What follows belongs to an exercise in optimizing a design on an open flow for small area, a short achievable clock period and few clock cycles; a production flow would make more cautious choices.

==> flow/design.v <==
package chirp_gen_pkg;
  localparam int CHIRP_TYPE_SIZE = 2;
  localparam logic [CHIRP_TYPE_SIZE-1:0] TYPE_UP    = 2'd0;
  localparam logic [CHIRP_TYPE_SIZE-1:0] TYPE_DOWN  = 2'd1;
  localparam logic [CHIRP_TYPE_SIZE-1:0] TYPE_QDOWN = 2'd2;
endpackage
module chirp_add #(
  parameter int W = 32
) (
  input  logic [W-1:0] a,
  input  logic [W-1:0] b,
  input  logic         ci,
  output logic [W-1:0] s
);
  logic [W-1:0] p0, g, p, gn, pn;
  always_comb begin
    p0 = a ^ b;
    g  = a & b;
    p  = p0;
    g[0] = g[0] | (p[0] & ci);
    for (int l = 1; l < W; l = l * 2) begin
      gn = g;
      pn = p;
      for (int i = 0; i < W; i++)
        if ((i / l) % 2 == 1) begin
          gn[i] = g[i] | (p[i] & g[(i / l) * l - 1]);
          pn[i] = p[i] & p[(i / l) * l - 1];
        end
      g = gn;
      p = pn;
    end
    s = p0 ^ {g[W-2:0], ci};
  end
endmodule
module chirp_freq_step #(
  parameter int PRECISION = 32
) (
  input  logic [PRECISION-1:0] freq,
  input  logic [PRECISION-1:0] d,
  input  logic [PRECISION-1:0] w,
  input  logic                 cin,
  input  logic                 k,
  input  logic                 up,
  input  logic                 use_test,    
  input  logic                 force_fold,  
  output logic [PRECISION-1:0] next_freq
);
  localparam int P = PRECISION;
  logic [P-1:0] s, t;
  logic [P-1:0] t_sum, t_car;
  logic [P:0]   x_a, x_b, x_c, x_sum, x_car, x;
  logic         ovf;
  logic         fold;
  always_comb begin
    t_sum = freq ^ d ^ w;
    t_car = {(freq[P-2:0] & d[P-2:0]) | (freq[P-2:0] & w[P-2:0]) | (d[P-2:0] & w[P-2:0]), k};
    x_a   = {freq[P-1], freq};
    x_b   = {d[P-1], d};
    x_c   = {up, up, w[P-1:1]};
    x_sum = x_a ^ x_b ^ x_c;
    x_car = {(x_a[P-1:0] & x_b[P-1:0]) | (x_a[P-1:0] & x_c[P-1:0]) | (x_b[P-1:0] & x_c[P-1:0]), 1'b1};
  end
  chirp_add #(.W(P))   u_s (.a(freq),  .b(d),     .ci(cin),  .s(s));
  chirp_add #(.W(P))   u_t (.a(t_sum), .b(t_car), .ci(1'b0), .s(t));
  chirp_add #(.W(P+1)) u_x (.a(x_sum), .b(x_car), .ci(1'b0), .s(x));
  always_comb begin
    ovf  = (freq[P-1] == d[P-1]) && (s[P-1] != freq[P-1]);
    fold = use_test ? (up ^ x[P] ^ ovf) : force_fold;
    next_freq = fold ? t : s;
  end
endmodule
import chirp_gen_pkg::*;
module chirp_gen #(
  parameter int PRECISION = 32,
  parameter int SYM_W     = 12
) (
  input  logic                       clk,
  input  logic                       rst,
  input  logic                       sym_valid,
  output logic                       sym_ready,
  input  logic [SYM_W-1:0]           sym_value,
  input  logic [CHIRP_TYPE_SIZE-1:0] chirp_type,
  input  logic [3:0]                 sf,
  input  logic [PRECISION-1:0]       bw_sr,
  input  logic [PRECISION-1:0]       phase_inc,
  input  logic [PRECISION-1:0]       symbol_size,
  output logic                       out_valid,
  input  logic                       out_ready,
  output logic [PRECISION-1:0]       phase_out,
  output logic [PRECISION-1:0]       freq_out,
  output logic                       sym_done
);
  localparam int P  = PRECISION;
  localparam int MB = P - SYM_W;    
  logic          st_mul;    
  logic          st_sub;    
  logic          st_run;    
  logic          up_r;      
  logic          cin_r;     
  logic [P-1:0]  w_r;       
  logic [P-1:0]  d_r;       
  logic [P-1:0]  cnt_r;     
  logic          shifting;
  logic          m_last;
  logic          cnt_one;
  logic          size_zero;
  logic          req_up;
  logic          beat;
  logic          start;
  logic          mult;
  logic          accept;
  logic [P-1:0]  next_freq;
  logic [P-1:0]  cnt_dec;
  logic [P-1:0]  phase_sum;
  chirp_add #(.W(P)) u_phase (.a(phase_out), .b(freq_out), .ci(1'b0), .s(phase_sum));
  chirp_add #(.W(P)) u_cnt   (.a(cnt_r), .b('1), .ci(1'b0), .s(cnt_dec));
  always_comb begin
    shifting  = (cnt_r[3:0] != 4'd0);
    m_last    = (cnt_r[P-1:MB+1] == '0);
    cnt_one   = (cnt_r == P'(1));
    size_zero = (symbol_size == '0);
    req_up    = (chirp_type == TYPE_UP);
    beat      = st_run && out_ready;
    start     = sym_valid && ((!st_mul && !st_sub && !st_run) || (beat && cnt_one));
    mult      = st_mul && !shifting;
    accept    = st_sub && sym_valid;
  end
  chirp_freq_step #(
    .PRECISION (P)
  ) u_freq_step (
    .freq       (freq_out),
    .d          (d_r),
    .w          (w_r),
    .cin        (cin_r),
    .k          (cin_r || up_r),
    .up         (up_r),
    .use_test   (st_run),
    .force_fold (st_mul && cnt_r[MB]),
    .next_freq  (next_freq)
  );
  always_ff @(posedge clk or posedge rst) begin
    if (rst) begin
      st_mul    <= 1'b0;
      st_sub    <= 1'b0;
      st_run    <= 1'b0;
      up_r      <= 1'b0;
      cin_r     <= 1'b0;
      sym_ready <= 1'b0;
      out_valid <= 1'b0;
      sym_done  <= 1'b0;
      phase_out <= '0;
    end else begin
      sym_done <= 1'b0;
      if (beat) begin
        phase_out <= phase_sum;
        if (cnt_one) begin
          out_valid <= 1'b0;
          sym_done  <= 1'b1;
          st_run    <= 1'b0;
        end
      end
      if (start) begin
        up_r      <= 1'b0;
        cin_r     <= !req_up;
        sym_ready <= !req_up;
        st_mul    <= req_up;
        st_sub    <= !req_up;
      end
      if (mult && m_last) begin
        cin_r     <= 1'b1;
        sym_ready <= 1'b1;
        st_mul    <= 1'b0;
        st_sub    <= 1'b1;
      end
      if (accept) begin
        up_r      <= req_up;
        cin_r     <= !req_up;
        sym_ready <= 1'b0;
        st_sub    <= 1'b0;
        if (size_zero) begin
          sym_done  <= 1'b1;
        end else begin
          out_valid <= 1'b1;
          st_run    <= 1'b1;
        end
      end
    end
  end
  logic          s_start, s_beat, s_shift, s_mult, s_acc, s_acc_up;
  logic [P-1:0]  half_in;
  logic [P-1:0]  freq_d, d_d, w_d, cnt_d;
  always_comb begin
    s_start  = start;
    s_beat   = beat && !start;
    s_shift  = st_mul && shifting;
    s_mult   = mult;
    s_acc    = accept;
    s_acc_up = accept && req_up;
    half_in  = {1'b0, bw_sr[P-1:1]};
    freq_d = ({P{s_start && !req_up}} & half_in)
           | ({P{s_beat || s_mult || s_acc}} & next_freq)
           | ({P{!(s_start || s_beat || s_mult || s_acc)}} & freq_out);
    d_d    = ({P{s_start && !req_up}} & ~phase_inc)
           | ({P{s_mult && m_last}} & ~half_in)
           | ({P{s_acc_up}} & phase_inc)
           | ({P{!(s_start || (s_mult && m_last) || s_acc_up)}} & d_r);
    w_d    = ({P{s_start || s_acc_up}} & (bw_sr ^ {P{s_acc_up}}))
           | ({P{s_shift}} & {1'b0, w_r[P-1:1]})
           | ({P{s_mult}} & {w_r[P-2:0], 1'b0})
           | ({P{!(s_start || s_acc_up || s_shift || s_mult)}} & w_r);
    cnt_d  = ({P{s_start}} & {sym_value, {(MB-4){1'b0}}, sf})
           | ({P{s_beat}} & cnt_dec)
           | ({P{s_shift}} & {cnt_r[P-1:4], cnt_dec[3:0]})
           | ({P{s_mult}} & {1'b0, cnt_r[P-1:MB+1], cnt_r[MB-1:0]})
           | ({P{s_acc}} & symbol_size)
           | ({P{!(s_start || s_beat || s_shift || s_mult || s_acc)}} & cnt_r);
  end
  always_ff @(posedge clk) begin
    freq_out <= freq_d;
    d_r      <= d_d;
    w_r      <= w_d;
    cnt_r    <= cnt_d;
  end
endmodule
clock: 9.0 ns
lec_check: 0
cap_margin: 20
core_margin: 2
core_utilization: 50
cts_buf_list: sky130_fd_sc_hd__clkbuf_4 sky130_fd_sc_hd__clkbuf_8 sky130_fd_sc_hd__clkbuf_16
setup_slack_margin: 5
slew_margin: 20
standard.sh (not shown) runs the stock make flow with config.mk's settings and CLKGATE_MAP_FILE= SYNTH_SCRIPT=/design/flow/synth_recipe.tcl, a recipe that flattens the netlist after the stock synthesis.
==> flow/flow/run.sh <==
#!/bin/bash
# Standard layout, with plain buf_1 cells as the port buffers.
export BUFFER_PORTS_ARGS="-buffer_cell sky130_fd_sc_hd__buf_1"
bash standard.sh > standard.log 2>&1
The first run finished with timing, DRC and antenna clean.
Rerun with:
--- a/flow/config.mk
+++ b/flow/config.mk
@@ -9,4 +9,4 @@
 export CORE_MARGIN = 2
-export CORE_UTILIZATION = 50
-export CTS_BUF_LIST = sky130_fd_sc_hd__clkbuf_4 sky130_fd_sc_hd__clkbuf_8 sky130_fd_sc_hd__clkbuf_16
+export CORE_UTILIZATION = 45
+export CTS_BUF_LIST = sky130_fd_sc_hd__clkbuf_4 sky130_fd_sc_hd__clkbuf_8
 export SETUP_SLACK_MARGIN = 5
=>
- The changed run produced a clean layout
- first-iteration DRC count decreases by 15%
- setup slack loses 0.021 ns
- flip-flop and latch count is unchanged
- fmax came out lower by 0.55%
Rerun with:
--- a/flow/config.mk
+++ b/flow/config.mk
@@ -9,3 +9,3 @@
 export CORE_MARGIN = 2
-export CORE_UTILIZATION = 45
+export CORE_UTILIZATION = 50
 export CTS_BUF_LIST = sky130_fd_sc_hd__clkbuf_4 sky130_fd_sc_hd__clkbuf_8
Result: The new run went through all stages and came out clean; worst setup slack improves by 0.021 ns; non-clock buffer count goes down by 1; routed wire length goes down by 2.2%; first-iteration DRC count goes up by 15%; clock skew hardly moves; utilization goes up by 5.6 points; sequential cell count stays the same; global-route usage goes up by 2.0 points.
Rerun with:
--- a/flow/config.mk
+++ b/flow/config.mk
@@ -9,4 +9,4 @@
 export CORE_MARGIN = 2
-export CORE_UTILIZATION = 50
-export CTS_BUF_LIST = sky130_fd_sc_hd__clkbuf_4 sky130_fd_sc_hd__clkbuf_8
+export CORE_UTILIZATION = 45
+export CTS_BUF_LIST = sky130_fd_sc_hd__clkbuf_4 sky130_fd_sc_hd__clkbuf_8 sky130_fd_sc_hd__clkbuf_16
 export SETUP_SLACK_MARGIN = 5
The changed run finished with timing, DRC and antenna clean.
Synthesized area does not change.
Worst setup slack degrades by 0.016 ns.
Wire length increases by 2.5%.
No functional check of the RTL was part of any run of this note.

-- separate check: timing with driven ports --
The results above use ideal ports. As a check the final layouts listed here were re-extracted and re-timed, cells and wires unchanged. Step 1 (the two cells are an assumption about what drives the block):
set clk [get_ports {clk}]
set_driving_cell -lib_cell sky130_fd_sc_hd__clkbuf_16 $clk
set_driving_cell -lib_cell sky130_fd_sc_hd__buf_2 [delete_from_list [all_inputs] $clk]
Step 2 also shifts input and output timing later by t, the mid clock arrival at the registers, as if the neighbouring blocks saw the same clock. Slacks: ideal / step 1 / step 2; pairs: ideal / step 1.
run | t, ns | setup WS [ns] | clock arrival spread, ns | worst register clock-pin slew, ns | worst data-port slew with drivers (ns)
the first run | 0.498 | 5.150 / 5.153 / 4.684 | 0.012 / 0.012 | 0.08 / 0.08 | 0.04
the second run | 0.544 | 5.129 / 5.129 / 4.634 | 0.016 / 0.015 | 0.10 / 0.10 | 0.07
the third run | 0.542 | 5.151 / 5.167 / 4.635 | 0.017 / 0.017 | 0.11 / 0.11 | 0.04
the fourth run | 0.501 | 5.134 / 5.134 / 4.667 | 0.013 / 0.012 | 0.07 / 0.07 | 0.06
After both steps every run listed still meets setup and hold. For the third run, which loses most, drivers alone change the setup slack by +0.016 ns; drivers and shift together by -0.516 ns.
